From an optimization exercise on the open Yosys and OpenROAD flow, aimed at small area, a short achievable clock period and few clock cycles; shortcuts taken in it are not production practice.
In this exercise RTL edits were held to simulation tests only and were not proved equivalent to the original.
Power figures rest on the tool's default switching activity, not on a simulated workload.

--- design.v ---
`default_nettype none
package l3_cache_pkg;
  localparam int NUM_PORTS = 4;
  localparam int PORT_W    = 2;
  localparam int ADDR_W   = 16;
  localparam int DATA_W   = 32;
  localparam int INDEX_W  = 4;
  localparam int NUM_SETS = 16;
  localparam int TAG_W    = ADDR_W - INDEX_W;
  localparam int REQ_W    = 1 + ADDR_W + DATA_W + PORT_W;  
  localparam int RSP_DEPTH = 12;  
  localparam int MEM_DEPTH = 3;   
  localparam int RSP_CNT_W = 4;   
  localparam int RSP_PTR_W = 4;   
  localparam int MEM_CNT_W = 2;   
  localparam int RID_W     = 4;   
  localparam int RD_LIMIT  = 15;  
  typedef struct packed {
    logic              write;
    logic [ADDR_W-1:0] addr;
    logic [DATA_W-1:0] wdata;
    logic [PORT_W-1:0] port;
  } l3_req_t;
  typedef struct packed {
    logic [PORT_W-1:0] port;
    logic              write;
    logic [DATA_W-1:0] data;  
  } l3_rsp_t;
  typedef struct packed {
    logic              write;
    logic [ADDR_W-1:0] addr;
    logic [DATA_W-1:0] data;
  } mem_req_t;
endpackage
`default_nettype wire
`default_nettype none
module l3_req_arbiter (
  input  logic                                 clk,
  input  logic                                 reset,
  input  logic [l3_cache_pkg::NUM_PORTS-1:0]   port_valid,
  input  logic [l3_cache_pkg::NUM_PORTS*l3_cache_pkg::REQ_W-1:0] port_req,  
  output logic [l3_cache_pkg::NUM_PORTS-1:0]   port_ready,
  input  logic                                 room,       
  output logic                                 accept,     
  output logic                                 granted,    
  output logic                                 arb_valid,  
  output l3_cache_pkg::l3_req_t                arb_req,    
  output logic [l3_cache_pkg::ADDR_W-1:0]      nxt_addr    
);
  localparam int NUM_PORTS = l3_cache_pkg::NUM_PORTS;
  localparam int PORT_W    = l3_cache_pkg::PORT_W;
  localparam int REQ_W     = l3_cache_pkg::REQ_W;
  localparam int ADDR_W    = l3_cache_pkg::ADDR_W;
  localparam int DATA_W    = l3_cache_pkg::DATA_W;
  typedef l3_cache_pkg::l3_req_t l3_req_t;
  logic [PORT_W-1:0]    spec_q;       
  logic [NUM_PORTS-1:0] spec_oh_q;    
  logic [NUM_PORTS-1:0] cand;
  logic [PORT_W-1:0]    pick_port;
  logic                 found;
  logic                 grant;
  logic [PORT_W-1:0]    spec_d;
  l3_req_t              spec_req;
  logic                 armed_q;      
  assign granted   = |port_ready;
  assign accept    = |(port_valid & port_ready);
  assign arb_valid = accept;
  always_comb begin
    spec_req = '0;
    for (int p = 0; p < NUM_PORTS; p++) begin
      spec_req = spec_req | (port_req[p*REQ_W +: REQ_W] & {REQ_W{spec_oh_q[p]}});
    end
    spec_req.port = spec_q;
  end
  assign nxt_addr = spec_req.addr;
  assign cand = armed_q ? (port_valid & ~port_ready) : '0;
  always_comb begin
    logic [PORT_W-1:0] c;
    pick_port = spec_q;
    found     = 1'b0;
    for (int i = 0; i < NUM_PORTS; i++) begin
      c = spec_q + PORT_W'(i);
      if (!found && cand[c]) begin
        found     = 1'b1;
        pick_port = c;
      end
    end
  end
  assign grant  = room && (|(cand & spec_oh_q));
  assign spec_d = grant ? spec_q + 1'b1 : pick_port;
  always_ff @(posedge clk or posedge reset) begin
    if (reset) begin
      port_ready <= '0;
      armed_q    <= 1'b0;
      spec_q     <= '0;                  
      spec_oh_q  <= NUM_PORTS'(1);
    end else begin
      armed_q    <= 1'b1;
      port_ready <= grant ? spec_oh_q : '0;
      spec_q     <= spec_d;
      spec_oh_q  <= NUM_PORTS'(1) << spec_d;
    end
  end
  always_ff @(posedge clk) begin
    arb_req <= spec_req;
  end
endmodule
`default_nettype wire
`default_nettype none
module l3_lookup (
  input  logic                               clk,
  input  logic                               reset,
  input  logic                               arb_valid,
  input  l3_cache_pkg::l3_req_t              arb_req,
  input  logic [l3_cache_pkg::ADDR_W-1:0]    nxt_addr,   
  output logic                               miss_load,
  output logic                               miss_push,
  output logic                               miss_wb,
  output logic [l3_cache_pkg::TAG_W-1:0]     miss_wb_tag,
  output logic [l3_cache_pkg::DATA_W-1:0]    miss_wb_data,
  output logic [l3_cache_pkg::ADDR_W-1:0]    miss_addr,
  output logic                               rq_push,
  output logic [l3_cache_pkg::PORT_W-1:0]    rq_port,
  output logic                               rq_write,
  output logic [l3_cache_pkg::DATA_W-1:0]    rq_data,
  output logic                               rq_wait,
  output logic [l3_cache_pkg::RID_W-1:0]     rq_rid,
  input  logic                               mem_rsp_valid,
  input  logic [l3_cache_pkg::DATA_W-1:0]    mem_rsp_data,
  output logic [l3_cache_pkg::RID_W-1:0]     ret_rid,
  output logic [l3_cache_pkg::RID_W-1:0]     rd_inflight
);
  localparam int ADDR_W   = l3_cache_pkg::ADDR_W;
  localparam int DATA_W   = l3_cache_pkg::DATA_W;
  localparam int INDEX_W  = l3_cache_pkg::INDEX_W;
  localparam int NUM_SETS = l3_cache_pkg::NUM_SETS;
  localparam int TAG_W    = l3_cache_pkg::TAG_W;
  localparam int RID_W    = l3_cache_pkg::RID_W;
  logic [NUM_SETS-1:0][TAG_W-1:0]  tag_q;   
  logic [NUM_SETS-1:0][DATA_W-1:0] data_q;
  logic [NUM_SETS-1:0][RID_W-1:0]  prid_q;  
  logic [NUM_SETS-1:0] valid_q;
  logic [NUM_SETS-1:0] dirty_q;
  logic [NUM_SETS-1:0] pend_q;
  logic [NUM_SETS-1:0] fnow_q;   
  logic [RID_W-1:0] alloc_q;   
  logic [RID_W-1:0] ret_q;     
  logic [NUM_SETS-1:0] sel_q;    
  logic [INDEX_W-1:0]  nxt_index;
  logic [TAG_W-1:0]    nxt_tag;
  logic [NUM_SETS-1:0] nxt_sel;
  logic [NUM_SETS-1:0] nxt_hit;
  logic                same_line;
  logic                hit_q;    
  logic [TAG_W-1:0]    cur_tag;
  logic                hit;
  logic                miss;
  logic                rd_miss;
  logic [NUM_SETS-1:0][DATA_W+TAG_W+RID_W+2:0] line_all;
  logic [DATA_W+TAG_W+RID_W+2:0] line_sel;
  logic                line_valid;
  logic                line_dirty;
  logic                line_pend;
  logic [TAG_W-1:0]    line_tag;
  logic [RID_W-1:0]    line_prid;
  logic [DATA_W-1:0]   line_data;
  logic                line_ret;    
  logic [NUM_SETS-1:0] fill_hit;    
  logic [NUM_SETS-1:0] wsel;        
  logic [NUM_SETS-1:0] fsel;        
  logic [NUM_SETS-1:0]            pend_d;
  logic [NUM_SETS-1:0][RID_W-1:0] prid_d;
  logic [RID_W-1:0]               ret_d;
  assign nxt_index = nxt_addr[INDEX_W-1:0];
  assign nxt_tag   = nxt_addr[ADDR_W-1:INDEX_W];
  assign cur_tag   = arb_req.addr[ADDR_W-1:INDEX_W];
  always_comb begin
    for (int i = 0; i < NUM_SETS; i++) begin
      nxt_sel[i] = (nxt_index == INDEX_W'(i));
      nxt_hit[i] = valid_q[i] && (tag_q[i] == nxt_tag);
    end
  end
  assign same_line = arb_valid && |(nxt_sel & sel_q);
  always_ff @(posedge clk) begin
    sel_q <= nxt_sel;
    hit_q <= same_line ? (nxt_tag == cur_tag) : |(nxt_sel & nxt_hit);
  end
  always_comb begin
    for (int i = 0; i < NUM_SETS; i++) begin
      line_all[i] = {valid_q[i], dirty_q[i], pend_q[i], prid_q[i], tag_q[i], data_q[i]};
    end
  end
  l3_pick16 #(.W(DATA_W + TAG_W + RID_W + 3)) line_pick_i (
    .in (line_all), .sel (sel_q), .out (line_sel)
  );
  assign {line_valid, line_dirty, line_pend, line_prid, line_tag, line_data} = line_sel;
  assign hit      = hit_q;
  assign miss     = !hit_q;
  assign rd_miss  = arb_valid && miss && !arb_req.write;
  assign fill_hit = mem_rsp_valid ? fnow_q : '0;
  assign line_ret = mem_rsp_valid && |(sel_q & fnow_q);
  assign ret_rid     = ret_q;
  assign rd_inflight = alloc_q - ret_q;
  assign miss_load    = arb_valid;
  assign miss_push    = arb_valid && miss;
  assign miss_wb      = line_valid && line_dirty;
  assign miss_wb_tag  = line_tag;
  assign miss_wb_data = line_data;
  assign miss_addr    = arb_req.addr;
  assign rq_push  = arb_valid;
  assign rq_port  = arb_req.port;
  assign rq_write = arb_req.write;
  always_comb begin
    rq_data = line_data;
    rq_wait = 1'b0;
    rq_rid  = line_prid;
    if (arb_req.write) begin
      rq_data = arb_req.wdata;
    end else if (miss) begin
      rq_wait = 1'b1;
      rq_rid  = alloc_q;
    end else if (line_ret) begin
      rq_data = mem_rsp_data;
    end else if (line_pend) begin
      rq_wait = 1'b1;
    end
  end
  always_comb begin
    ret_d = mem_rsp_valid ? ret_q + 1'b1 : ret_q;
    for (int i = 0; i < NUM_SETS; i++) begin
      pend_d[i] = pend_q[i] && !fill_hit[i];
      prid_d[i] = prid_q[i];
      if (arb_valid && sel_q[i]) begin
        if (arb_req.write) begin
          pend_d[i] = 1'b0;
        end else if (miss) begin
          pend_d[i] = 1'b1;
          prid_d[i] = alloc_q;
        end
      end
    end
  end
  always_ff @(posedge clk or posedge reset) begin
    if (reset) begin
      valid_q <= '0;
      pend_q  <= '0;
      fnow_q  <= '0;
      alloc_q <= '0;
      ret_q   <= '0;
    end else begin
      ret_q  <= ret_d;
      pend_q <= pend_d;
      for (int i = 0; i < NUM_SETS; i++) begin
        fnow_q[i] <= pend_d[i] && (prid_d[i] == ret_d);
      end
      if (arb_valid && miss) begin
        alloc_q <= alloc_q + 1'b1;
      end
      if (arb_valid) begin
        valid_q <= valid_q | sel_q;
      end
    end
  end
  always_comb begin
    for (int i = 0; i < NUM_SETS; i++) begin
      wsel[i] = arb_valid && sel_q[i] && arb_req.write;
      fsel[i] = fill_hit[i] && !wsel[i];
    end
  end
  always_ff @(posedge clk) begin
    prid_q <= prid_d;
    for (int i = 0; i < NUM_SETS; i++) begin
      if (wsel[i] || fsel[i]) begin
        data_q[i] <= (arb_req.wdata & {DATA_W{wsel[i]}}) | (mem_rsp_data & {DATA_W{fsel[i]}});
      end
      if (arb_valid && sel_q[i]) begin
        tag_q[i]   <= cur_tag;
        dirty_q[i] <= arb_req.write || (hit && dirty_q[i]);
      end
    end
  end
endmodule
module l3_pick16 #(
  parameter int W = 1
) (
  input  logic [15:0][W-1:0] in,
  input  logic [15:0]        sel,
  output logic [W-1:0]       out
);
  always_comb begin
    out = '0;
    for (int i = 0; i < 16; i++) begin
      out = out | (in[i] & {W{sel[i]}});
    end
  end
endmodule
`default_nettype wire
`default_nettype none
module l3_line_fill (
  input  logic                               clk,
  input  logic                               reset,
  input  logic                               miss_load,   
  input  logic                               miss_push,   
  input  logic                               miss_wb,
  input  logic [l3_cache_pkg::TAG_W-1:0]     miss_wb_tag,
  input  logic [l3_cache_pkg::DATA_W-1:0]    miss_wb_data,
  input  logic [l3_cache_pkg::ADDR_W-1:0]    miss_addr,
  output logic [l3_cache_pkg::MEM_CNT_W-1:0] mq_count,
  output logic                               mq_pop,
  output logic                               mem_req_valid,
  output l3_cache_pkg::mem_req_t             mem_req,
  input  logic                               mem_req_ready
);
  localparam int ADDR_W  = l3_cache_pkg::ADDR_W;
  localparam int DATA_W  = l3_cache_pkg::DATA_W;
  localparam int INDEX_W = l3_cache_pkg::INDEX_W;
  localparam int TAG_W   = l3_cache_pkg::TAG_W;
  localparam int DEPTH   = l3_cache_pkg::MEM_DEPTH;
  localparam int CNT_W   = l3_cache_pkg::MEM_CNT_W;
  logic [DEPTH-1:0][ADDR_W-1:0] addr_q;    
  logic [DEPTH-1:0][TAG_W-1:0]  wtag_q;    
  logic [DEPTH-1:0][DATA_W-1:0] wdata_q;   
  logic [DEPTH-1:0]             wb_q;      
  logic                         rd_done_q;  
  logic                         valid_q;   
  logic [CNT_W-1:0]             count_q;
  logic              take;
  logic              swap;      
  logic [CNT_W-1:0]  wr_pos;
  logic [CNT_W-1:0]  count_d;
  assign mq_count = count_q;
  always_comb begin
    mem_req_valid = valid_q;
    mem_req.write = rd_done_q;
    mem_req.addr  = addr_q[0];
    mem_req.data  = wdata_q[0];
  end
  assign take   = valid_q && mem_req_ready;
  assign mq_pop = take && (rd_done_q || !wb_q[0]);
  assign swap   = take && !rd_done_q && wb_q[0];
  assign wr_pos = mq_pop ? count_q - 1'b1 : count_q;
  always_comb begin
    count_d = count_q;
    if (miss_push && !mq_pop) begin
      count_d = count_q + 1'b1;
    end else if (mq_pop && !miss_push) begin
      count_d = count_q - 1'b1;
    end
  end
  always_ff @(posedge clk or posedge reset) begin
    if (reset) begin
      count_q   <= '0;
      valid_q   <= 1'b0;
      rd_done_q <= 1'b0;
    end else begin
      count_q <= count_d;
      valid_q <= (count_d != '0);
      if (mq_pop) begin
        rd_done_q <= 1'b0;
      end else if (swap) begin
        rd_done_q <= 1'b1;
      end
    end
  end
  always_ff @(posedge clk) begin
    for (int i = 0; i < DEPTH; i++) begin
      if (miss_load && (wr_pos == CNT_W'(i))) begin
        addr_q[i]  <= miss_addr;
        wtag_q[i]  <= miss_wb_tag;
        wdata_q[i] <= miss_wb_data;
        wb_q[i]    <= miss_wb;
      end else if (mq_pop) begin
        if (i < DEPTH - 1) begin
          addr_q[i]  <= addr_q[i+1];
          wtag_q[i]  <= wtag_q[i+1];
          wdata_q[i] <= wdata_q[i+1];
          wb_q[i]    <= wb_q[i+1];
        end
      end else if (swap && i == 0) begin
        addr_q[0][ADDR_W-1:INDEX_W] <= wtag_q[0];
      end
    end
  end
endmodule
`default_nettype wire
`default_nettype none
module l3_rsp_queue (
  input  logic                               clk,
  input  logic                               reset,
  input  logic                               push,
  input  logic [l3_cache_pkg::PORT_W-1:0]    push_port,
  input  logic                               push_write,
  input  logic [l3_cache_pkg::DATA_W-1:0]    push_data,
  input  logic                               push_wait,
  input  logic [l3_cache_pkg::RID_W-1:0]     push_rid,
  input  logic                               mem_rsp_valid,
  input  logic [l3_cache_pkg::DATA_W-1:0]    mem_rsp_data,
  input  logic [l3_cache_pkg::RID_W-1:0]     ret_rid,
  output logic [l3_cache_pkg::RSP_CNT_W-1:0] count,
  output logic                               pop,
  output logic                               rsp_valid,
  output l3_cache_pkg::l3_rsp_t              rsp,
  input  logic                               rsp_ready
);
  localparam int PORT_W = l3_cache_pkg::PORT_W;
  localparam int DATA_W = l3_cache_pkg::DATA_W;
  localparam int RID_W  = l3_cache_pkg::RID_W;
  localparam int DEPTH  = l3_cache_pkg::RSP_DEPTH;
  localparam int CNT_W  = l3_cache_pkg::RSP_CNT_W;
  localparam int RING   = DEPTH - 1;   
  localparam int PTR_W  = l3_cache_pkg::RSP_PTR_W;
  logic              h_v_q;
  logic [PORT_W-1:0] h_port_q;
  logic              h_write_q;
  logic [DATA_W-1:0] h_data_q;
  logic              h_wait_q;
  logic [RID_W-1:0]  h_rid_q;
  logic              valid_q;    
  logic [RING-1:0][PORT_W-1:0] port_q;
  logic [RING-1:0]             write_q;
  logic [RING-1:0][DATA_W-1:0] data_q;
  logic [RING-1:0]             wait_q;
  logic [RING-1:0][RID_W-1:0]  rid_q;
  logic [PTR_W-1:0]            rd_q;
  logic [PTR_W-1:0]            wr_q;
  logic [CNT_W-1:0]            n_q;       
  logic [CNT_W-1:0]            count_q;   
  logic              h_cap;
  logic [RING-1:0]   cap;
  logic [RING-1:0]   load;
  logic              h_take;    
  logic              from_ring;
  logic              to_ring;
  logic [PORT_W-1:0] r_port;
  logic              r_write;
  logic [DATA_W-1:0] r_data;
  logic              r_wait;
  logic [RID_W-1:0]  r_rid;
  logic              h_v_d;
  logic              h_wait_d;
  logic [RID_W-1:0]  h_rid_d;
  logic              h_cnow_q;    
  logic [RING-1:0]   cnow_q;      
  logic [RID_W-1:0]  ret_d;
  assign count     = count_q;
  assign rsp_valid = valid_q;
  assign rsp.port  = h_port_q;
  assign rsp.write = h_write_q;
  assign rsp.data  = h_data_q;
  assign pop       = valid_q && rsp_ready;
  assign h_take    = !h_v_q || pop;
  assign from_ring = h_take && (n_q != '0);
  assign to_ring   = push && !(h_take && (n_q == '0));
  assign h_cap = mem_rsp_valid && h_cnow_q;
  assign ret_d = mem_rsp_valid ? ret_rid + 1'b1 : ret_rid;
  always_comb begin
    for (int i = 0; i < RING; i++) begin
      cap[i]  = mem_rsp_valid && cnow_q[i];
      load[i] = to_ring && (wr_q == PTR_W'(i));
    end
  end
  always_comb begin
    r_port  = '0;
    r_write = 1'b0;
    r_data  = '0;
    r_wait  = 1'b0;
    r_rid   = '0;
    for (int i = 0; i < RING; i++) begin
      if (rd_q == PTR_W'(i)) begin
        r_port  = port_q[i];
        r_write = write_q[i];
        r_data  = cap[i] ? mem_rsp_data : data_q[i];
        r_wait  = wait_q[i] && !cap[i];
        r_rid   = rid_q[i];
      end
    end
  end
  always_comb begin
    if (h_take) begin
      h_v_d    = (n_q != '0) || push;
      h_wait_d = (n_q != '0) ? r_wait : push_wait;
      h_rid_d  = (n_q != '0) ? r_rid : push_rid;
    end else begin
      h_v_d    = 1'b1;
      h_wait_d = h_wait_q && !h_cap;
      h_rid_d  = h_rid_q;
    end
  end
  always_ff @(posedge clk or posedge reset) begin
    if (reset) begin
      h_v_q   <= 1'b0;
      valid_q <= 1'b0;
      rd_q    <= '0;
      wr_q    <= '0;
      n_q     <= '0;
      count_q <= '0;
    end else begin
      h_v_q   <= h_v_d;
      valid_q <= h_v_d && !h_wait_d;
      if (from_ring) begin
        rd_q <= (rd_q == PTR_W'(RING - 1)) ? '0 : rd_q + 1'b1;
      end
      if (to_ring) begin
        wr_q <= (wr_q == PTR_W'(RING - 1)) ? '0 : wr_q + 1'b1;
      end
      if (to_ring && !from_ring) begin
        n_q <= n_q + 1'b1;
      end else if (from_ring && !to_ring) begin
        n_q <= n_q - 1'b1;
      end
      if (push && !pop) begin
        count_q <= count_q + 1'b1;
      end else if (pop && !push) begin
        count_q <= count_q - 1'b1;
      end
    end
  end
  always_ff @(posedge clk) begin
    h_wait_q <= h_wait_d;
    h_cnow_q <= h_wait_d && (h_rid_d == ret_d);
    for (int i = 0; i < RING; i++) begin
      if (load[i]) begin
        cnow_q[i] <= push_wait && (push_rid == ret_d);
      end else begin
        cnow_q[i] <= wait_q[i] && !cap[i] && (rid_q[i] == ret_d);
      end
    end
    if (h_take) begin
      if (n_q != '0) begin
        h_port_q  <= r_port;
        h_write_q <= r_write;
        h_data_q  <= r_data;
        h_rid_q   <= r_rid;
      end else begin
        h_port_q  <= push_port;
        h_write_q <= push_write;
        h_data_q  <= push_data;
        h_rid_q   <= push_rid;
      end
    end else if (h_cap) begin
      h_data_q <= mem_rsp_data;
    end
    for (int i = 0; i < RING; i++) begin
      if (load[i]) begin
        port_q[i]  <= push_port;
        write_q[i] <= push_write;
        data_q[i]  <= push_data;
        wait_q[i]  <= push_wait;
        rid_q[i]   <= push_rid;
      end else if (cap[i]) begin
        data_q[i] <= mem_rsp_data;
        wait_q[i] <= 1'b0;
      end
    end
  end
endmodule
module l3_fits #(
  parameter int W     = 4,
  parameter int LIMIT = 1
) (
  input  logic [W-1:0] count,
  input  logic         a,
  input  logic         g,
  input  logic         freed,
  output logic         ok
);
  logic le1, le2, le3;
  logic ok0, ok1;
  assign le1 = (count <= W'(LIMIT - 1));
  assign le2 = (count <= W'(LIMIT - 2));
  assign le3 = (count <= W'(LIMIT - 3));
  assign ok0 = (a && g) ? le3 : (a || g) ? le2 : le1;    
  assign ok1 = (a && g) ? le2 : (a || g) ? le1 : 1'b1;   
  assign ok  = freed ? ok1 : ok0;
endmodule
module l3_top (
  input  logic                                 clk,
  input  logic                                 reset,
  input  logic [l3_cache_pkg::NUM_PORTS-1:0]   port_valid,
  input  logic [l3_cache_pkg::NUM_PORTS*l3_cache_pkg::REQ_W-1:0] port_req,  
  output logic [l3_cache_pkg::NUM_PORTS-1:0]   port_ready,
  output logic                                 rsp_valid,
  output l3_cache_pkg::l3_rsp_t                rsp,
  input  logic                                 rsp_ready,
  output logic                                 mem_req_valid,
  output l3_cache_pkg::mem_req_t               mem_req,
  input  logic                                 mem_req_ready,
  input  logic                                 mem_rsp_valid,
  input  logic [l3_cache_pkg::DATA_W-1:0]      mem_rsp_data
);
  localparam int ADDR_W    = l3_cache_pkg::ADDR_W;
  localparam int DATA_W    = l3_cache_pkg::DATA_W;
  localparam int TAG_W     = l3_cache_pkg::TAG_W;
  localparam int PORT_W    = l3_cache_pkg::PORT_W;
  localparam int RID_W     = l3_cache_pkg::RID_W;
  localparam int RSP_DEPTH = l3_cache_pkg::RSP_DEPTH;
  localparam int MEM_DEPTH = l3_cache_pkg::MEM_DEPTH;
  localparam int RD_LIMIT  = l3_cache_pkg::RD_LIMIT;
  typedef l3_cache_pkg::l3_req_t l3_req_t;
  logic    room;
  logic    accept;
  logic    granted;
  logic    arb_valid;
  l3_req_t arb_req;
  logic [ADDR_W-1:0] nxt_addr;
  logic              miss_load;
  logic              miss_push;
  logic              miss_wb;
  logic [TAG_W-1:0]  miss_wb_tag;
  logic [DATA_W-1:0] miss_wb_data;
  logic [ADDR_W-1:0] miss_addr;
  logic              rq_push;
  logic [PORT_W-1:0] rq_port;
  logic              rq_write;
  logic [DATA_W-1:0] rq_data;
  logic              rq_wait;
  logic [RID_W-1:0]  rq_rid;
  logic [RID_W-1:0]  ret_rid;
  logic [RID_W-1:0]  rd_inflight;
  logic [l3_cache_pkg::MEM_CNT_W-1:0] mq_count;
  logic              mq_pop;
  logic [l3_cache_pkg::RSP_CNT_W-1:0] rq_count;
  logic              rq_pop;
  logic rq_fits, mq_fits, rd_fits;
  l3_fits #(.W(l3_cache_pkg::RSP_CNT_W), .LIMIT(RSP_DEPTH)) rq_fits_i (
    .count (rq_count), .a (granted), .g (1'b0), .freed (rq_pop), .ok (rq_fits)
  );
  l3_fits #(.W(l3_cache_pkg::MEM_CNT_W), .LIMIT(MEM_DEPTH)) mq_fits_i (
    .count (mq_count), .a (granted), .g (1'b0), .freed (mq_pop), .ok (mq_fits)
  );
  l3_fits #(.W(RID_W), .LIMIT(RD_LIMIT)) rd_fits_i (
    .count (rd_inflight), .a (granted), .g (1'b0), .freed (mem_rsp_valid), .ok (rd_fits)
  );
  assign room = rq_fits && mq_fits && rd_fits;
  l3_req_arbiter arbiter_i (
    .clk        (clk),
    .reset      (reset),
    .port_valid (port_valid),
    .port_req   (port_req),
    .port_ready (port_ready),
    .room       (room),
    .accept     (accept),
    .granted    (granted),
    .arb_valid  (arb_valid),
    .arb_req    (arb_req),
    .nxt_addr   (nxt_addr)
  );
  l3_lookup lookup_i (
    .clk           (clk),
    .reset         (reset),
    .arb_valid     (arb_valid),
    .arb_req       (arb_req),
    .nxt_addr      (nxt_addr),
    .miss_load     (miss_load),
    .miss_push     (miss_push),
    .miss_wb       (miss_wb),
    .miss_wb_tag   (miss_wb_tag),
    .miss_wb_data  (miss_wb_data),
    .miss_addr     (miss_addr),
    .rq_push       (rq_push),
    .rq_port       (rq_port),
    .rq_write      (rq_write),
    .rq_data       (rq_data),
    .rq_wait       (rq_wait),
    .rq_rid        (rq_rid),
    .mem_rsp_valid (mem_rsp_valid),
    .mem_rsp_data  (mem_rsp_data),
    .ret_rid       (ret_rid),
    .rd_inflight   (rd_inflight)
  );
  l3_line_fill line_fill_i (
    .clk           (clk),
    .reset         (reset),
    .miss_load     (miss_load),
    .miss_push     (miss_push),
    .miss_wb       (miss_wb),
    .miss_wb_tag   (miss_wb_tag),
    .miss_wb_data  (miss_wb_data),
    .miss_addr     (miss_addr),
    .mq_count      (mq_count),
    .mq_pop        (mq_pop),
    .mem_req_valid (mem_req_valid),
    .mem_req       (mem_req),
    .mem_req_ready (mem_req_ready)
  );
  l3_rsp_queue rsp_queue_i (
    .clk           (clk),
    .reset         (reset),
    .push          (rq_push),
    .push_port     (rq_port),
    .push_write    (rq_write),
    .push_data     (rq_data),
    .push_wait     (rq_wait),
    .push_rid      (rq_rid),
    .mem_rsp_valid (mem_rsp_valid),
    .mem_rsp_data  (mem_rsp_data),
    .ret_rid       (ret_rid),
    .count         (rq_count),
    .pop           (rq_pop),
    .rsp_valid     (rsp_valid),
    .rsp           (rsp),
    .rsp_ready     (rsp_ready)
  );
endmodule
`default_nettype wire
`default_nettype none
module l3_cache_top (
  input  logic         clk,
  input  logic         reset,
  input  logic [3:0]   port_valid,
  input  logic [3:0]   port_write,
  input  logic [63:0]  port_addr,
  input  logic [127:0] port_wdata,
  output logic [3:0]   port_ready,
  output logic         rsp_valid,
  output logic [1:0]   rsp_port,
  output logic         rsp_write,
  output logic [31:0]  rsp_data,
  input  logic         rsp_ready,
  output logic         mem_req_valid,
  output logic         mem_req_write,
  output logic [15:0]  mem_req_addr,
  output logic [31:0]  mem_req_data,
  input  logic         mem_req_ready,
  input  logic         mem_rsp_valid,
  input  logic [31:0]  mem_rsp_data
);
  localparam int NUM_PORTS = l3_cache_pkg::NUM_PORTS;
  localparam int PORT_W    = l3_cache_pkg::PORT_W;
  localparam int ADDR_W    = l3_cache_pkg::ADDR_W;
  localparam int DATA_W    = l3_cache_pkg::DATA_W;
  localparam int INDEX_W   = l3_cache_pkg::INDEX_W;
  localparam int NUM_SETS  = l3_cache_pkg::NUM_SETS;
  localparam int TAG_W     = l3_cache_pkg::TAG_W;
  localparam int REQ_W     = l3_cache_pkg::REQ_W;
  typedef l3_cache_pkg::l3_req_t  l3_req_t;
  typedef l3_cache_pkg::l3_rsp_t  l3_rsp_t;
  typedef l3_cache_pkg::mem_req_t mem_req_t;
  logic [NUM_PORTS*REQ_W-1:0] port_req;
  l3_rsp_t  rsp;
  mem_req_t mem_req;
  always_comb begin
    for (int p = 0; p < NUM_PORTS; p++) begin
      port_req[p*REQ_W +: REQ_W] = {port_write[p], port_addr[p*ADDR_W +: ADDR_W],
                                    port_wdata[p*DATA_W +: DATA_W], PORT_W'(p)};
    end
  end
  l3_top l3_top_i (
    .clk           (clk),
    .reset         (reset),
    .port_valid    (port_valid),
    .port_req      (port_req),
    .port_ready    (port_ready),
    .rsp_valid     (rsp_valid),
    .rsp           (rsp),
    .rsp_ready     (rsp_ready),
    .mem_req_valid (mem_req_valid),
    .mem_req       (mem_req),
    .mem_req_ready (mem_req_ready),
    .mem_rsp_valid (mem_rsp_valid),
    .mem_rsp_data  (mem_rsp_data)
  );
  assign rsp_port      = rsp.port;
  assign rsp_write     = rsp.write;
  assign rsp_data      = rsp.data;
  assign mem_req_write = mem_req.write;
  assign mem_req_addr  = mem_req.addr;
  assign mem_req_data  = mem_req.data;
endmodule
`default_nettype wire
--- run.sh ---
#!/bin/bash
# synth_recipe.tcl (not shown) runs the flow's synth.tcl, then flattens the netlist and writes it again
# the make line also repeats each setting of config.mk as NAME=value (left out here)
make -C /OpenROAD-flow-scripts/flow DESIGN_CONFIG=/design/flow/config.mk WORK_HOME=/design/flow/orfs CLKGATE_MAP_FILE= SYNTH_SCRIPT=/design/flow/synth_recipe.tcl finish
--- config.mk ---
export PLATFORM = sky130hd
export DESIGN_NAME = l3_cache_top
export DESIGN_NICKNAME = l3_cache_top
export VERILOG_FILES = /design/flow/design.v
export SDC_FILE = /design/flow/constraint.sdc
export NUM_CORES = 4
export LEC_CHECK = 0
export CAP_MARGIN = 20
export CORE_MARGIN = 2
export CORE_UTILIZATION = 65
export CTS_CLUSTER_DIAMETER = 60
export CTS_CLUSTER_SIZE = 20
export SETUP_SLACK_MARGIN = 3.6
export SLEW_MARGIN = 20
export TNS_END_PERCENT = 0
--- constraint.sdc ---
create_clock -name core_clock -period 6.0 [get_ports {clk}]
set_input_delay 1.2000 -clock core_clock [delete_from_list [all_inputs] [get_ports {clk}]]
set_output_delay 1.2000 -clock core_clock [all_outputs]
set_load 0.01 [all_outputs]
==> results.toml, run 1 <==
[floorplanning]
chipHeight_um = 345
coreArea_um2 = 116000
die-area_um2 = 119000
num_rows = 125
die_w_um = 345
start_util_pct = 65.3
ios = 327

[min_path]
min_from = "l3_top_i.arbiter_i.arb_req[37]"
holdPathStages = 0
min_to = "l3_top_i.line_fill_i.addr_q[35]"
hp-class = "reg -> reg"

[sta]
drv_slew = 0
rsz0062_at_grt = "yes"
finalCritPeriodShare_pct = 51.6
worst_pin_slew_ns = 1.03
min_period_ns = 3.10
finalSetupViolCount = 0
finalSetupTns_ns = 0
whs_ns = 0.472
hold_viol = 0
skew_ns = 0.0489
relSlewSlack_pct = 31.2
timing.fmax_ghz = 0.323

[run_status]
status = "complete, no violations"

[cells_and_area]
syn2layout_area_growth_pct = 16.7
drive_above_1_share_pct = 15.4
final_cells = 8539
final_nets = 7153

[power]
irDropWorstVdd_mv = 0.315
comb_power_share_pct = 42.4
switchingPower_w = 0.0196
p_int_w = 0.0265
p_leak_nw = 35.0
seq_power_share_pct = 37.4
pwr-share-clk_pct = 20.2
p_sw_share_pct = 42.5
powerDensity_nw_per_um2 = 523

[synth]
synthAdderAreaFrac_pct = 0.292
synthMuxAreaShare_pct = 6.47
synth_common_cells = "1026 x edfxtp_1, 554 x a22o_1, 503 x nor2_1, 501 x dfxtp_1, 486 x nand2_1"
synthTopCellsByArea = "edfxtp_1 41%, dfxtp_1 13%, a22o_1 6.4%"
yosys.area_share.simple_pct = 8.16
syn_area_um2 = 75500
syn_avg_cell_area_um2 = 11.1
yosysTopAreaCellShare_pct = 40.8
synth_top_family_by_area = "compound AO/OA/AOI/OAI gates"
synthXorXnorAreaFrac_pct = 3.48
synth_edf_count = 1026
synth_cell_types = 82
ys_seq_area_share_pct = 57.0
synth_top_flop_cell = "edfxtp_1"
synth.most_common_cell = "edfxtp_1"
synthArstFlopShare_pct = 5.51
syn-num-nets = 7037
yosys.area.top_type = "edfxtp_1"
synthCells = 6785
synth-seq-cells = 1616
yosys_warnings = 6
synth-compound-area-share_pct = 19.7

[detailed_routing]
drtPass1Iterations = 9
wl_per_cell_um = 34.2
drc = 0
vias = 63416
routed_wl_um = 292000
ant_nets = 0
first_iter_violations = 11231
vias_per_cell = 7.43

[placed_design]
place_congestion = 1.02
post-place-cells = 8125
post-dp-hpwl_um = 174000
io_buffers = 326

[cts]
htreeDepth = 4
path_clk_slew_ns = 0.08
cts_buffers = 132
cts_tree = "done"
clockBufferDepth = 3
ctsRootBufferMaster = "clkbuf_16"
clock_sinks = 1616
worstSkewPairLatency_ns = 0.80

[global_route]
grt_pass1_vias = 59273
antenna_found_initial = 7
track_usage_pct = 47.6
grt_max_degree = 72
grt_pass1_wl_um = 409000
grt_overflow = 0

[setup_path]
crit_path_start_kind = "flop"
critical_path_arrival_ns = 3.63
rr_startpoint = "l3_top_i.lookup_i.sel_q[9]"
r2r_end = "l3_top_i.rsp_queue_i.h_data_q[24]"
cp-end-kind = "flop"
reg2reg_depth = 10
crit_path_max_fanout = 22
crit_type = "reg -> reg"
reg2reg_slack_ns = 2.90
required_ns = 6.53

[run]
cap_violations = 0
-- how the worst max path moves through the flow --
stage | slack (ns) | to | startpoint | cells after the start
3_3_place_gp | 1.19 | l3_top_i.lookup_i.fnow_q[1] | port_valid[0] | 11
5_1_grt | 2.91 | l3_top_i.rsp_queue_i.h_data_q[27] | l3_top_i.rsp_queue_i.rd_q[0] | 8
2_1_floorplan | 2.50 | l3_top_i.lookup_i.data_q[352] | port_valid[0] | 10
6_report | 2.90 | l3_top_i.rsp_queue_i.h_data_q[24] | l3_top_i.lookup_i.sel_q[9] | 10
4_1_cts | 3.01 | l3_top_i.rsp_queue_i.h_data_q[27] | l3_top_i.lookup_i.fnow_q[3] | 9
3_5_place_dp | 1.08 | l3_top_i.lookup_i.fnow_q[1] | port_valid[3] | 11
-- what timing repair did --
| action | CTS | global route |
|---|---|---|
| gates resized for setup | 335 | 170 |
| buffers inserted | 103 | 46 |
| gates cloned | 9 | 8 |
| hold buffers | 0 | 0 |
| pin swaps | 55 | 57 |
| setup endpoints to repair | 2380 | 2127 |
-- critical path: stages, from the launching register on --
cell and delay, ns:
dfxtp_4 0.39, buf_6 0.24, buf_4 0.29, a22oi_1 0.22, nand4_1 0.12, nor3_1 0.42, inv_1 0.20, mux2i_1 0.17
o21ai_0 0.29, a222oi_1 0.42, inv_1 0.08
-- sequential cells by signal, indices dropped and copies added, names as in the netlist, 16 cells and up --
signal and cells:
l3_top_i.lookup_i.data_q 512, l3_top_i.rsp_queue_i.data_q 352, l3_top_i.lookup_i.tag_q 192, l3_top_i.line_fill_i.wdata_q 96
l3_top_i.lookup_i.prid_q 64, l3_top_i.arbiter_i.arb_req 51, l3_top_i.line_fill_i.addr_q 48, l3_top_i.rsp_queue_i.rid_q 44
l3_top_i.line_fill_i.wtag_q 36, l3_top_i.rsp_queue_i.h_data_q 32, l3_top_i.rsp_queue_i.port_q 22, l3_top_i.lookup_i.dirty_q 16
l3_top_i.lookup_i.fnow_q 16, l3_top_i.lookup_i.pend_q 16, l3_top_i.lookup_i.sel_q 16, l3_top_i.lookup_i.valid_q 16
-- stage by stage --
step           worst slack [ns]  power [W]  util, %  cell area, µm²
2_1_floorplan              2.50     0.0270        -           75600
3_3_place_gp               1.19     0.0337     69.0           79900
3_5_place_dp               1.08     0.0341     69.0           79900
4_1_cts                    3.01     0.0444     75.1           86900
5_1_grt                    2.91     0.0473     76.1           88100
6_report                   2.90     0.0461     76.2           88100
-- layout by cell type, fill, tap and decap left out, types with 44 or more instances in the layout --
master,instances
edfxtp_1,1026
a22o_1,553
dfxtp_1,484
nor2_1,482
a21oi_1,450
a22oi_1,435
nand2_1,430
mux2i_1,394
clkdlybuf4s50_1,312
buf_4,298
o21ai_0,213
xnor2_1,162
clkbuf_16,145
xor2_1,128
o22ai_1,83
inv_1,82
dfrtp_1,74
mux2_2,70
nand4_1,68
nand3_1,61
a221oi_1,58
nor4_1,57
a21o_1,53
buf_12,45
buf_6,44
-- routing by layer --
metal / up-vias / global-route usage (%) / part of all wire (%)
met5: - / 0.962 / 0.060
met4: 6 / 29.9 / 7.7
met3: 1510 / 16.7 / 16
met2: 5918 / 69.8 / 43
met1: 30346 / 60.5 / 34
li1: 25636 / - / -
-- power groups by stage --
stage               logic [W]  clock network (W)  registers (W)
CTS                    0.0181            0.00924         0.0171
detailed placement     0.0166                  0         0.0175
global placement       0.0163                  0         0.0174
floorplan              0.0110                  0         0.0160
global route           0.0202            0.00968         0.0174
finish                 0.0196            0.00931         0.0172
-- logic make-up after synthesis --
group,after synthesis
buffers and inverters,883
multiplexers,475
adder cells (fa/ha/maj),16
flip-flops,1616
AND/OR/NAND/NOR,1393
AO/OA/AOI/OAI,2101
other,1
XOR/XNOR,300
-- layout make-up --
class	instances	area [µm²]
clock inverters	83	937
repair buffers	736	7390
multi-input cells	4291	30500
inverters	122	578
fillers	7658	27600
repair inverters	2	12.5
diodes	4	10.0
well taps	1524	1910
clock buffers	161	3630
flip-flops and latches	1616	43100
Testbench counts, summed over its fixed seeds: cycles 2,293.
==> run 2, diff against run 1 <==
--- a/design.v
+++ b/design.v
@@ -64,7 +64,7 @@
   logic                 armed_q;      
   assign granted   = |port_ready;
   assign accept    = |(port_valid & port_ready);
-  assign arb_valid = accept;
+  assign arb_valid = granted;
   always_comb begin
     spec_req = '0;
     for (int p = 0; p < NUM_PORTS; p++) begin
@@ -434,6 +434,10 @@
   logic [PORT_W-1:0] r_port;
   logic              r_write;
   logic [DATA_W-1:0] r_data;
+  logic [DATA_W-1:0] r_word;
+  logic              r_wait0;
+  logic              r_cnow;
+  logic              r_cap;
   logic              r_wait;
   logic [RID_W-1:0]  r_rid;
   logic              h_v_d;
@@ -462,18 +466,23 @@
   always_comb begin
     r_port  = '0;
     r_write = 1'b0;
-    r_data  = '0;
-    r_wait  = 1'b0;
+    r_word  = '0;
+    r_wait0 = 1'b0;
+    r_cnow  = 1'b0;
     r_rid   = '0;
     for (int i = 0; i < RING; i++) begin
       if (rd_q == PTR_W'(i)) begin
         r_port  = port_q[i];
         r_write = write_q[i];
-        r_data  = cap[i] ? mem_rsp_data : data_q[i];
-        r_wait  = wait_q[i] && !cap[i];
+        r_word  = data_q[i];
+        r_wait0 = wait_q[i];
+        r_cnow  = cnow_q[i];
         r_rid   = rid_q[i];
       end
     end
+    r_cap  = mem_rsp_valid && r_cnow;
+    r_data = r_cap ? mem_rsp_data : r_word;
+    r_wait = r_wait0 && !r_cap;
   end
   always_comb begin
     if (h_take) begin
--- a/config.mk
+++ b/config.mk
@@ -7,9 +7,9 @@
 export LEC_CHECK = 0
 export CAP_MARGIN = 20
 export CORE_MARGIN = 2
-export CORE_UTILIZATION = 65
+export CORE_UTILIZATION = 60
 export CTS_CLUSTER_DIAMETER = 60
 export CTS_CLUSTER_SIZE = 20
-export SETUP_SLACK_MARGIN = 3.6
+export SETUP_SLACK_MARGIN = 3.4
 export SLEW_MARGIN = 20
 export TNS_END_PERCENT = 0
==> results.toml, run 2 <==
[cts]
clock_sinks = 1616
clockBufferDepth = 3
hold_buffers = 0
path_clk_slew_ns = 0.08
htreeDepth = 4
cts_buffers = 136
cts_tree = "done"
worstSkewPairLatency_ns = 0.80
ctsRootBufferMaster = "clkbuf_16"

[detailed_routing]
ant_nets = 0
wl_per_cell_um = 34.6
first_iter_violations = 10037
drtPass1Iterations = 7
vias = 58091
routed_wl_um = 280000
vias_per_cell = 7.18
drc = 0

[sta]
timing.fmax_ghz = 0.322
relSlewSlack_pct = 22.6
skew_ns = 0.0401
finalSetupTns_ns = 0
whs_ns = 0.476
finalCritPeriodShare_pct = 51.7
drv_slew = 0
rsz0062_at_grt = "yes"
worst_pin_slew_ns = 1.16
finalSetupViolCount = 0
hold_viol = 0
min_period_ns = 3.10

[floorplanning]
ios = 327
chipHeight_um = 360
die_w_um = 360
num_rows = 130
coreArea_um2 = 126000
die-area_um2 = 129000
start_util_pct = 60.5

[run]
cap_violations = 0

[synth]
syn_avg_cell_area_um2 = 12.0
synthArstFlopShare_pct = 5.51
synthCells = 6320
syn-num-nets = 6572
synth_edf_count = 1378
synth_cell_types = 84
ys_seq_area_share_pct = 61.4
synthTopCellsByArea = "edfxtp_1 55%, a22o_1 6.7%, dfxtp_1 3.9%"
yosys.area.top_type = "edfxtp_1"
synth.most_common_cell = "edfxtp_1"
synth_top_flop_cell = "edfxtp_1"
synth_common_cells = "1378 x edfxtp_1, 591 x nand2_1, 579 x a22o_1, 459 x o21ai_0, 394 x a22oi_1"
synth-seq-cells = 1616
yosysTopAreaCellShare_pct = 54.5
syn_area_um2 = 75900
yosys_warnings = 6

[run_status]
status = "complete, no violations"

[global_route]
grt_max_degree = 74
grt_pass1_vias = 55379
grt_overflow = 0
track_usage_pct = 42.3
antenna_found_initial = 7
grt_pass1_wl_um = 395000

[setup_path]
max_stage_delay_ns = 0.70
slowest_stage = "nand2_2"
cp-end-kind = "flop"
path_buf_inv = 3
crit_path_max_fanout = 34
critical_path_arrival_ns = 3.53
required_ns = 6.43
crit_type = "in -> reg"
crit_path_start_kind = "input pin"
path_cells = "buf_2 > buf_6 > nand2_1 > nand2_2 > buf_4"
crit_family = "simple AND/OR/NAND/NOR gates"

[cells_and_area]
fillers = 9036
final_nets = 6586
mostFrequentLayoutCell = "edfxtp_1"
drive_above_1_share_pct = 14.8
reg_top3 = "l3_top_i.lookup_i.data_q (512), l3_top_i.rsp_queue_i.data_q (352), l3_top_i.lookup_i.tag_q (192)"
largest_register_ff_count = 512
mostFrequentLayoutCells = "1378 x edfxtp_1, 579 x a22o_1, 554 x nand2_1"
syn2layout_area_growth_pct = 14.1
top_register = "l3_top_i.lookup_i.data_q"

[power]
powerDensity_nw_per_um2 = 520
irDropWorstVdd_mv = 0.339
p_leak_nw = 30.6

[min_path]
hp-class = "reg -> reg"

[placed_design]
place_congestion = 0.947
io_buffers = 326
post-dp-hpwl_um = 166000
==> run 2: logic make-up after synthesis <==
kind of cell | share of synthesized area [%]
adder cells (fa/ha/maj) | 0.290
other | 0.00494
XOR/XNOR | 3.72
AND/OR/NAND/NOR | 7.93
multiplexers | 3.30
buffers and inverters | 4.91
AO/OA/AOI/OAI | 18.5
flip-flops | 61.4
==> run 2: per-stage QoR <==
stage / cells / worst slack (ns) / utilization [%] / instance area, µm² / power, W
2_1_floorplan: 6320 / 2.54 / - / 76000 / 0.0265
3_3_place_gp: 7768 / 1.19 / 63.8 / 80100 / 0.0334
3_5_place_dp: 7771 / 1.11 / 63.8 / 80200 / 0.0336
4_1_cts: 8081 / 3.08 / 68.7 / 86300 / 0.0440
5_1_grt: 8092 / 2.94 / 69.0 / 86600 / 0.0463
6_report: 8093 / 2.90 / 69.0 / 86600 / 0.0450
==> run 2: worst paths after layout <==
| check | start | endpoint | slack (ns) | cells past startpoint |
|---|---|---|---|---|
| worst max-delay path | mem_rsp_valid | l3_top_i.lookup_i.data_q[294] | 2.90 | 5 |
| worst min-delay path | l3_top_i.arbiter_i.arb_req[34] | l3_top_i.line_fill_i.addr_q[32] | 0.48 | 0 |
| worst max register to register | l3_top_i.lookup_i.sel_q[4] | l3_top_i.rsp_queue_i.h_data_q[16] | 2.94 | 10 |
| worst min register to register | l3_top_i.arbiter_i.arb_req[34] | l3_top_i.line_fill_i.addr_q[32] | 0.48 | 0 |
| max in group asynchronous | reset | l3_top_i.arbiter_i.spec_oh_q[3] | 4.16 | 3 |
| min in group asynchronous | reset | l3_top_i.rsp_queue_i.n_q[2] | 0.83 | 2 |
==> run 2: final cells by class <==
class | count | area [µm²] | share of cell area, %
clock buffer | 151 | 3550 | 4.10
timing repair buffer | 604 | 5980 | 6.91
tap | 1650 | 2060 | 2.38
multi-input combinational | 3876 | 26900 | 31.1
sequential | 1616 | 46600 | 53.8
antenna | 3 | 7.51 | 0.00867
clock inverter | 93 | 1060 | 1.22
inverter | 100 | 409 | 0.472
==> run 2: report_power, final <==
part | leakage, nW | internal (W) | switching, W
Clock | 2.21 | 0.00500 | 0.00446
Sequential | 15.0 | 0.0150 | 0.00200
Combinational | 13.3 | 0.00615 | 0.0125
==> run 2: what timing repair did <==
item                       4_1_cts  5_1_grt
gates resized for setup        235       45
buffers inserted                55        7
gates cloned                    11        2
setup endpoints to repair     2354     1866
pin swaps                       32        7
==> run 2: metal layers <==
metal | routed length [µm] | track usage, % | share of wire, %
met1 | 99800 | 56.2 | 36
met2 | 122000 | 63.2 | 44
met3 | 41400 | 13.2 | 15
met4 | 16500 | 21.2 | 5.9
met5 | 106 | 0.296 | 0.038
Testbench counts of run 2, summed over its fixed seeds: cycles 2,293.
==> run 3, diff against run 2 <==
--- a/config.mk
+++ b/config.mk
@@ -10,6 +10,6 @@
 export CORE_UTILIZATION = 60
 export CTS_CLUSTER_DIAMETER = 60
 export CTS_CLUSTER_SIZE = 20
-export SETUP_SLACK_MARGIN = 3.4
+export SETUP_SLACK_MARGIN = 3.3
 export SLEW_MARGIN = 20
 export TNS_END_PERCENT = 0
==> results.toml, run 3 <==
[run_status]
status = "complete, no violations"

[cells_and_area]
drive_above_1_share_pct = 14.8
largest_register_ff_count = 512
syn2layout_area_growth_pct = 14.1
mostFrequentLayoutCells = "1378 x edfxtp_1, 579 x a22o_1, 554 x nand2_1"
fillers = 9036
reg_top3 = "l3_top_i.lookup_i.data_q (512), l3_top_i.rsp_queue_i.data_q (352), l3_top_i.lookup_i.tag_q (192)"
final_cells = 8093
top_register = "l3_top_i.lookup_i.data_q"
final_nets = 6586
mostFrequentLayoutCell = "edfxtp_1"

[power]
switchingPower_w = 0.0189
p_leak_nw = 30.6
p_int_w = 0.0261
powerDensity_nw_per_um2 = 520
irDropWorstVdd_mv = 0.339
seq_power_share_pct = 37.7
p_sw_share_pct = 42.0
comb_power_share_pct = 41.3
pwr-share-clk_pct = 21.0

[detailed_routing]
ant_nets = 0
vias_per_cell = 7.18
drtPass1Iterations = 7
drc = 0
wl_per_cell_um = 34.6
vias = 58091
first_iter_violations = 10037
routed_wl_um = 280000

[floorplanning]
chipHeight_um = 360
die-area_um2 = 129000
start_util_pct = 60.5
coreArea_um2 = 126000
ios = 327
die_w_um = 360
num_rows = 130

[synth]
yosys.area.top_type = "edfxtp_1"
synth-seq-cells = 1616
syn_avg_cell_area_um2 = 12.0
yosysTopAreaCellShare_pct = 54.5
synth_edf_count = 1378
synth_top_flop_cell = "edfxtp_1"
syn_area_um2 = 75900
syn-num-nets = 6572
synthTopCellsByArea = "edfxtp_1 55%, a22o_1 6.7%, dfxtp_1 3.9%"
ys_seq_area_share_pct = 61.4
yosys_warnings = 6
synth.most_common_cell = "edfxtp_1"
synth_common_cells = "1378 x edfxtp_1, 591 x nand2_1, 579 x a22o_1, 459 x o21ai_0, 394 x a22oi_1"
synthCells = 6320
synthArstFlopShare_pct = 5.51
synth_cell_types = 84

[cts]
cts_buffers = 136
cts_tree = "done"
clock_sinks = 1616
path_clk_slew_ns = 0.08
ctsRootBufferMaster = "clkbuf_16"
clockBufferDepth = 3
worstSkewPairLatency_ns = 0.80
htreeDepth = 4

[placed_design]
io_buffers = 326
post-dp-hpwl_um = 166000
post-place-cells = 7771
place_congestion = 0.947

[setup_path]
max_stage_delay_ns = 0.70
reg2reg_slack_ns = 2.94
path_buf_inv = 3
slowest_stage = "nand2_2"
cp-end-kind = "flop"
crit_type = "in -> reg"
crit_path_max_fanout = 34
crit_path_start_kind = "input pin"
path_cells = "buf_2 > buf_6 > nand2_1 > nand2_2 > buf_4"
required_ns = 6.43
crit_family = "simple AND/OR/NAND/NOR gates"
critical_path_arrival_ns = 3.53

[sta]
rsz0062_at_grt = "yes"
relSlewSlack_pct = 22.6
drv_slew = 0
timing.fmax_ghz = 0.322
finalCritPeriodShare_pct = 51.7
finalSetupViolCount = 0
worst_pin_slew_ns = 1.16
finalSetupTns_ns = 0
min_period_ns = 3.10
skew_ns = 0.0401
hold_viol = 0

[global_route]
track_usage_pct = 42.3
grt_overflow = 0
grt_pass1_vias = 55379
grt_pass1_wl_um = 395000
grt_max_degree = 74
antenna_found_initial = 7

[min_path]
hp-class = "reg -> reg"

[run]
cap_violations = 0
-- run 3: timing repair --
item	CTS	global route
buffers inserted	55	7
setup endpoints to repair	2074	1618
gates resized for setup	235	45
pin swaps	32	7
hold endpoints to repair	0	0
hold buffers	0	0
gates cloned	11	2
-- run 3: path summary, 6_finish.rpt --
check | from | endpoint | cells after the start
max | mem_rsp_valid | l3_top_i.lookup_i.data_q[294] | 5
min | l3_top_i.arbiter_i.arb_req[34] | l3_top_i.line_fill_i.addr_q[32] | 0
max reg2reg | l3_top_i.lookup_i.sel_q[4] | l3_top_i.rsp_queue_i.h_data_q[16] | 10
min reg2reg | l3_top_i.arbiter_i.arb_req[34] | l3_top_i.line_fill_i.addr_q[32] | 0
max in group asynchronous | reset | l3_top_i.arbiter_i.spec_oh_q[3] | 3
min in group asynchronous | reset | l3_top_i.rsp_queue_i.n_q[2] | 2
-- run 3: cell families (layout without fill, tap and decap cells) --
group	count (synthesis)	count (layout)	synth area share (%)
compound gates	2009	2011	18.5
flops	1616	1616	61.4
simple gates	1320	1328	7.93
mux	197	197	3.30
xor+xnor	322	323	3.72
fa+ha+maj	16	16	0.290
other cells	1	4	0.00494
buf+inv	839	948	4.91
-- run 3: stage by stage --
stage | hold slack [ns] | util [%] | total power [W] | area, µm² | setup slack [ns]
floorplan | 0.345 | - | 0.0265 | 76000 | 2.54
global placement | 0.453 | 63.8 | 0.0334 | 80100 | 1.19
detailed placement | 0.463 | 63.8 | 0.0336 | 80200 | 1.11
CTS | 0.481 | 68.7 | 0.0440 | 86300 | 3.08
global route | 0.503 | 69.0 | 0.0463 | 86600 | 2.94
finish | 0.476 | 69.0 | 0.0450 | 86600 | 2.90
-- run 3: layer usage --
metal	global-route usage [%]	vias to the layer above	routed length [µm]
met5	0.296	-	106
met4	21.2	8	16500
met3	13.2	991	41400
met2	63.2	4807	122000
met1	56.2	28398	99800
li1	-	23887	-
-- run 3: power groups by stage --
stage | clock, W | sequential (W) | combinational (W)
detailed placement | 0 | 0.0171 | 0.0165
floorplan | 0 | 0.0159 | 0.0106
global route | 0.00985 | 0.0171 | 0.0194
finish | 0.00946 | 0.0170 | 0.0186
global placement | 0 | 0.0171 | 0.0163
CTS | 0.00941 | 0.0169 | 0.0177
-- run 3: area by class of cell --
class	instances	area [µm²]	share of cell area (%)
clock inverters	93	1060	1.22
well taps	1650	2060	2.38
multi-input cells	3876	26900	31.1
flip-flops and latches	1616	46600	53.8
repair buffers	604	5980	6.91
diodes	3	7.51	0.00867
clock buffers	151	3550	4.10
inverters	100	409	0.472
==> run 4, diff against run 3 <==
--- a/config.mk
+++ b/config.mk
@@ -7,9 +7,9 @@
 export LEC_CHECK = 0
 export CAP_MARGIN = 20
 export CORE_MARGIN = 2
-export CORE_UTILIZATION = 60
+export CORE_UTILIZATION = 58
 export CTS_CLUSTER_DIAMETER = 60
 export CTS_CLUSTER_SIZE = 20
-export SETUP_SLACK_MARGIN = 3.3
+export SETUP_SLACK_MARGIN = 3.6
 export SLEW_MARGIN = 20
 export TNS_END_PERCENT = 0
==> results.toml, run 4 <==
[cts]
ctsRootBufferMaster = "clkbuf_16"
clockBufferDepth = 3
clock_sinks = 1616
hold_buffers = 0
cts_tree = "done"
path_clk_slew_ns = 0.08
cts_buffers = 138
worstSkewPairLatency_ns = 0.80
htreeDepth = 4

[cells_and_area]
final_nets = 6852
drive_above_1_share_pct = 19.4
syn2layout_area_growth_pct = 19.7
largest_register_ff_count = 512
reg_top3 = "l3_top_i.lookup_i.data_q (512), l3_top_i.rsp_queue_i.data_q (352), l3_top_i.lookup_i.tag_q (192)"
top_register = "l3_top_i.lookup_i.data_q"
mostFrequentLayoutCell = "edfxtp_1"
mostFrequentLayoutCells = "1378 x edfxtp_1, 579 x a22o_1, 545 x nand2_1"
fin_util_pct = 70.1

[setup_path]
critical_path_arrival_ns = 3.34
slowest_stage = "nand2_1"
path_common_cell = "buf_4"
crit_path_start_kind = "input pin"
path_cells = "buf_2 > buf_4 > nand2_1 > nand2_8 > buf_4"
cp-end-kind = "flop"
max_stage_delay_ns = 0.48
reg2reg_slack_ns = 3.20
path_buf_inv = 3
required_ns = 6.48
crit_path_max_fanout = 21
crit_family = "buffers and inverters"
crit_type = "in -> reg"

[power]
powerDensity_nw_per_um2 = 526
comb_power_share_pct = 44.2
p_leak_nw = 33.2
irDropWorstVdd_mv = 0.392
seq_power_share_pct = 35.5
switchingPower_w = 0.0200
p_int_w = 0.0279
pwr-share-clk_pct = 20.4
p_sw_share_pct = 41.8

[detailed_routing]
vias = 60452
drc = 0
vias_per_cell = 7.14
drtPass1Iterations = 9
first_iter_violations = 10035
ant_nets = 0
wl_per_cell_um = 35.1
routed_wl_um = 297000

[sta]
min_period_ns = 2.86
finalSetupTns_ns = 0
skew_ns = 0.0423
timing.fmax_ghz = 0.349
relSlewSlack_pct = 26.9
rsz0062_at_grt = "yes"
finalSetupViolCount = 0
worst_pin_slew_ns = 1.10
hold_viol = 0
finalCritPeriodShare_pct = 47.7
drv_slew = 0

[global_route]
top_usage_layer = "met2"
grt_util_met2_pct = 62.0
grt_pass1_wl_um = 400000
track_usage_pct = 41.3
antenna_found_initial = 15
grt_max_degree = 90
grt_overflow = 0
met3_usage_pct = 10.9
grt_use_met1_pct = 56.6
grt_pass1_vias = 55609

[synth]
synth_cell_types = 84
syn-num-nets = 6572
syn_avg_cell_area_um2 = 12.0
synth_common_cells = "1378 x edfxtp_1, 591 x nand2_1, 579 x a22o_1, 459 x o21ai_0, 394 x a22oi_1"
synth.most_common_cell = "edfxtp_1"
synthAdderAreaFrac_pct = 0.290
synthArstFlopShare_pct = 5.51
synth_edf_count = 1378
synthMuxAreaShare_pct = 3.30
synth-seq-cells = 1616
synth_top_family_by_area = "compound AO/OA/AOI/OAI gates"
yosysTopAreaCellShare_pct = 54.5
syn_area_um2 = 75900
synthTopCellsByArea = "edfxtp_1 55%, a22o_1 6.7%, dfxtp_1 3.9%"
synth_top_flop_cell = "edfxtp_1"
yosys.area_share.simple_pct = 7.93
yosys_warnings = 6
synthCells = 6320
synthXorXnorAreaFrac_pct = 3.72
yosys.area.top_type = "edfxtp_1"
ys_seq_area_share_pct = 61.4
synth-compound-area-share_pct = 18.5

[placed_design]
place_congestion = 0.931
post-dp-hpwl_um = 167000
io_buffers = 326

[floorplanning]
coreArea_um2 = 130000
chipHeight_um = 366
start_util_pct = 58.6
num_rows = 132
ios = 327
die_w_um = 366
die-area_um2 = 134000

[run]
cap_violations = 0

[min_path]
hp-class = "reg -> reg"

[run_status]
status = "complete, no violations"
## run 4: changes by cell type in the layout (fill, tap and decap cells not counted), sizes merged, moves of 3 or more
cell and change:
dlygate4sd2 -3, clkinv -4, inv +8, diode +3, dlymetal6s2s +70, clkinvlp +3
clkdlybuf4s50 -73, clkbuf +31, buf +244
## run 4: cell type report
cell class                      instances  area, µm²
Multi-Input combinational cell       3874      27400
Clock buffer                          160       3790
Clock inverter                         96       1050
Timing Repair Buffer                  867       9290
Tap cell                             1742       2180
Fill cell                            9106      38700
Sequential cell                      1616      46700
Inverter                              100        448
Timing Repair inverter                  3       25.0
Antenna cell                            6       15.0
## run 4: final timing paths
| kind | from | endpoint | depth (start not counted) |
|---|---|---|---|
| max | mem_rsp_valid | l3_top_i.lookup_i.data_q[485] | 5 |
| min | l3_top_i.arbiter_i.arb_req[37] | l3_top_i.line_fill_i.addr_q[35] | 0 |
| max reg2reg | l3_top_i.arbiter_i.port_ready[2] | l3_top_i.lookup_i.data_q[426] | 7 |
| min reg2reg | l3_top_i.arbiter_i.arb_req[37] | l3_top_i.line_fill_i.addr_q[35] | 0 |
| max in group asynchronous | reset | l3_top_i.arbiter_i.spec_oh_q[3] | 3 |
| min in group asynchronous | reset | l3_top_i.rsp_queue_i.n_q[0] | 3 |
## run 4: cell families (layout without fill, tap and decap cells)
kind of cell / count (synthesis) / in the layout
AOI/OAI and AO/OA: 2009 / 2010
xor gates and xnor gates: 322 / 323
adders and majority gates: 16 / 16
buffers and inverters: 839 / 1226
DFF: 1616 / 1616
muxes: 197 / 197
other: 1 / 7
and+or+nand+nor: 1320 / 1327
## run 4: timing repair
action | 4_1_cts | 5_1_grt
cloned | 11 | 31
endpoints found under the setup margin | 2391 | 2248
pin swaps | 35 | 67
gates resized for setup | 242 | 325
buffers inserted | 94 | 194
## run 4: routing by layer
layer,part of all wire (%),vias up
li1,-,24483
met5,0.12,-
met1,35,29634
met4,6.5,16
met2,44,5184
met3,14,1135
## run 4: through the flow
stage | instance area (µm²) | setup slack [ns] | power [W] | instances | hold WS (ns)
final | 90900 | 3.14 | 0.0478 | 8464 | 0.475
after global routing | 90900 | 3.19 | 0.0491 | 8459 | 0.503
after CTS | 87300 | 3.09 | 0.0445 | 8233 | 0.478
after detailed placement | 80400 | 1.02 | 0.0336 | 7872 | 0.458
after global placement | 80400 | 1.09 | 0.0334 | 7871 | 0.450
after floorplan | 76000 | 2.54 | 0.0265 | 6320 | 0.345
## run 4: power groups by stage
stage	Clock (W)	Sequential, W	Combinational, W
floorplan	0	0.0159	0.0106
global route	0.0102	0.0171	0.0218
global placement	0	0.0173	0.0161
CTS	0.00973	0.0169	0.0178
detailed placement	0	0.0173	0.0163
finish	0.00974	0.0170	0.0211
==> run 5, diff against run 4 <==
--- a/config.mk
+++ b/config.mk
@@ -10,6 +10,6 @@
 export CORE_UTILIZATION = 58
 export CTS_CLUSTER_DIAMETER = 60
 export CTS_CLUSTER_SIZE = 20
-export SETUP_SLACK_MARGIN = 3.6
+export SETUP_SLACK_MARGIN = 3.8
 export SLEW_MARGIN = 20
 export TNS_END_PERCENT = 0
==> results.toml, run 5 <==
[run_status]
status = "complete, no violations"

[sta]
relSlewSlack_pct = 20.0
finalCritPeriodShare_pct = 48.1
timing.fmax_ghz = 0.347
finalSetupViolCount = 0
hold_viol = 0
rsz0062_at_grt = "yes"
worst_pin_slew_ns = 1.20
skew_ns = 0.0417
finalSetupTns_ns = 0
min_period_ns = 2.89
drv_slew = 0

[setup_path]
path_cells = "buf_2 > buf_12 > nand2_1 > nor2_2 > a22o_1"
crit_path_start_kind = "input pin"
max_stage_delay_ns = 1.07
reg2reg_slack_ns = 3.13
reg2reg_depth = 10
crit_path_max_fanout = 35
crit_type = "in -> reg"
cp-end-kind = "flop"
critical_path_arrival_ns = 3.54
cp-startpoint = "mem_rsp_valid"
crit_family = "simple AND/OR/NAND/NOR gates"
path_buf_inv = 2
r2r_end = "l3_top_i.rsp_queue_i.h_data_q[25]"
slowest_stage = "nor2_2"
required_ns = 6.66
rr_startpoint = "l3_top_i.lookup_i.sel_q[10]"

[global_route]
grt_pass1_vias = 57293
grt_max_degree = 82
antenna_found_initial = 6
track_usage_pct = 44.0
grt_pass1_wl_um = 422000
grt_overflow = 0

[placed_design]
post-dp-hpwl_um = 170000
io_buffers = 326
place_congestion = 0.937
placed_area_um2 = 80300

[cells_and_area]
top_register = "l3_top_i.lookup_i.data_q"
drive_above_1_share_pct = 19.0
final_cell_area_um2 = 90200
fillers = 9304
syn2layout_area_growth_pct = 18.7
largest_register_ff_count = 512
fin_util_pct = 69.5
reg_top3 = "l3_top_i.lookup_i.data_q (512), l3_top_i.rsp_queue_i.data_q (352), l3_top_i.lookup_i.tag_q (192)"
mostFrequentLayoutCells = "1378 x edfxtp_1, 579 x a22o_1, 548 x nand2_1"
mostFrequentLayoutCell = "edfxtp_1"
final_nets = 6841

[synth]
synth_common_cells = "1378 x edfxtp_1, 591 x nand2_1, 579 x a22o_1, 459 x o21ai_0, 394 x a22oi_1"
synth-seq-cells = 1616
syn_avg_cell_area_um2 = 12.0
synth.most_common_cell = "edfxtp_1"
yosysTopAreaCellShare_pct = 54.5
ys_seq_area_share_pct = 61.4
yosys.area.top_type = "edfxtp_1"
yosys_warnings = 6
syn-num-nets = 6572
syn_area_um2 = 75900
synthTopCellsByArea = "edfxtp_1 55%, a22o_1 6.7%, dfxtp_1 3.9%"
synthArstFlopShare_pct = 5.51
synth_edf_count = 1378
synth_top_flop_cell = "edfxtp_1"
synthCells = 6320
synth_cell_types = 84

[detailed_routing]
routed_wl_um = 300000
vias_per_cell = 7.15
vias = 60350
first_iter_violations = 9645
ant_nets = 0
wl_per_cell_um = 35.5
drtPass1Iterations = 9
drc = 0

[run]
cap_violations = 0

[cts]
path_clk_slew_ns = 0.07
ctsRootBufferMaster = "clkbuf_16"
clock_sinks = 1616
clockBufferDepth = 3
hold_buffers = 0
htreeDepth = 4
cts_buffers = 137
cts_tree = "done"
worstSkewPairLatency_ns = 0.80

[floorplanning]
ios = 327
chipHeight_um = 366
start_util_pct = 58.6
die_w_um = 366
num_rows = 132
coreArea_um2 = 130000
die-area_um2 = 134000

[power]
powerDensity_nw_per_um2 = 531
p_leak_nw = 32.4
irDropWorstVdd_mv = 0.337

[min_path]
min_to = "l3_top_i.line_fill_i.addr_q[34]"
min_from = "l3_top_i.arbiter_i.arb_req[36]"
holdPathStages = 0
hp-class = "reg -> reg"
## run 5: cell counts after synthesis
No cell type changed its count.
## run 5: layer usage
layer / track usage [%] / routed length (µm) / vias up
met1: 57.4 / 104000 / 29573
met5: 0 / 44 / -
li1: - / - / 24472
met4: 24.6 / 20900 / 6
met2: 64.5 / 129000 / 5145
met3: 14.8 / 46000 / 1154
## run 5: metrics by stage
stage / setup WS (ns) / total power (W) / std cells / hold slack [ns]
global route: 3.12 / 0.0491 / 8436 / 0.499
detailed placement: 1.35 / 0.0338 / 7871 / 0.456
CTS: 3.30 / 0.0466 / 8425 / 0.475
global placement: 1.35 / 0.0336 / 7871 / 0.447
finish: 3.11 / 0.0478 / 8440 / 0.466
floorplan: 2.91 / 0.0265 / 6320 / 0.345
## run 5: where the power goes
group	internal [W]	leakage, nW	total [W]	switching (W)
Combinational	0.00746	15.1	0.0213	0.0139
Clock	0.00506	2.27	0.00951	0.00445
Sequential	0.0150	15.0	0.0170	0.00202
## run 5: worst max-delay path by stage
stage / depth (start not counted) / slack, ns / end
after floorplan: 6 / 2.91 / l3_top_i.line_fill_i.addr_q[32]
after global placement: 9 / 1.35 / l3_top_i.rsp_queue_i.data_q[17]
after detailed placement: 9 / 1.35 / l3_top_i.rsp_queue_i.data_q[17]
after CTS: 11 / 3.30 / l3_top_i.arbiter_i.spec_oh_q[3]
after global routing: 12 / 3.12 / l3_top_i.rsp_queue_i.data_q[273]
final: 5 / 3.11 / l3_top_i.lookup_i.data_q[48]
## run 5: logic make-up after synthesis
kind of cell	synth area share, %
flops	61.4
buf+inv	4.91
simple gates	7.93
mux	3.30
compound gates	18.5
other cells	0.00494
fa+ha+maj	0.290
xor+xnor	3.72
## run 5: cell type report
cell class | instances | area (µm²) | area share, %
multi-input combinational | 3896 | 27700 | 30.8
sequential | 1616 | 46700 | 51.8
tap | 1742 | 2180 | 2.42
antenna | 4 | 10.0 | 0.0111
clock buffer | 153 | 3570 | 3.96
timing repair buffer | 838 | 8480 | 9.40
clock inverter | 91 | 1070 | 1.19
inverter | 100 | 429 | 0.476
## run 5: repair_timing
action	in CTS	in global routing
resized for setup	565	24
gates cloned	46	1
endpoints found under the setup margin	2682	2351
pin swaps	94	11
buffers inserted	264	10

port drivers added, routing unchanged:
In the flow no input, the clock included, has a driving cell. The finished layouts below were timed again as built, in two steps. Step 1, drivers: a clkbuf_16 drives clk and a buf_2 each remaining input, both assumed. Step 2 moves the port delays by t, midway between the first and last clock arrival at a register: inputs arrive t later, outputs are due t later. That takes back most of the time a late clock gives input paths. Three values: ideal ports, drivers, drivers and shift; two values: the first two.
run | shift t [ns] | setup slack, ns | hold slack, ns | worst register clock-pin slew, ns | worst slew at a driven data input, ns
run 1 | 0.857 | 2.905 / 2.905 / 2.151 | 0.472 / 0.472 / 0.472 | 0.09 / 0.09 | 0.11
run 2 | 0.867 | 2.897 / 2.915 / 2.048 | 0.476 / 0.476 / 0.476 | 0.09 / 0.09 | 0.07
run 3 | 0.867 | 2.897 / 2.915 / 2.048 | 0.476 / 0.476 / 0.476 | 0.09 / 0.09 | 0.07
run 4 | 0.865 | 3.136 / 3.138 / 2.332 | 0.475 / 0.475 / 0.475 | 0.09 / 0.09 | 0.11
run 5 | 0.874 | 3.114 / 3.133 / 2.310 | 0.466 / 0.466 / 0.466 | 0.08 / 0.08 | 0.06
After both steps every run listed still meets setup and hold.
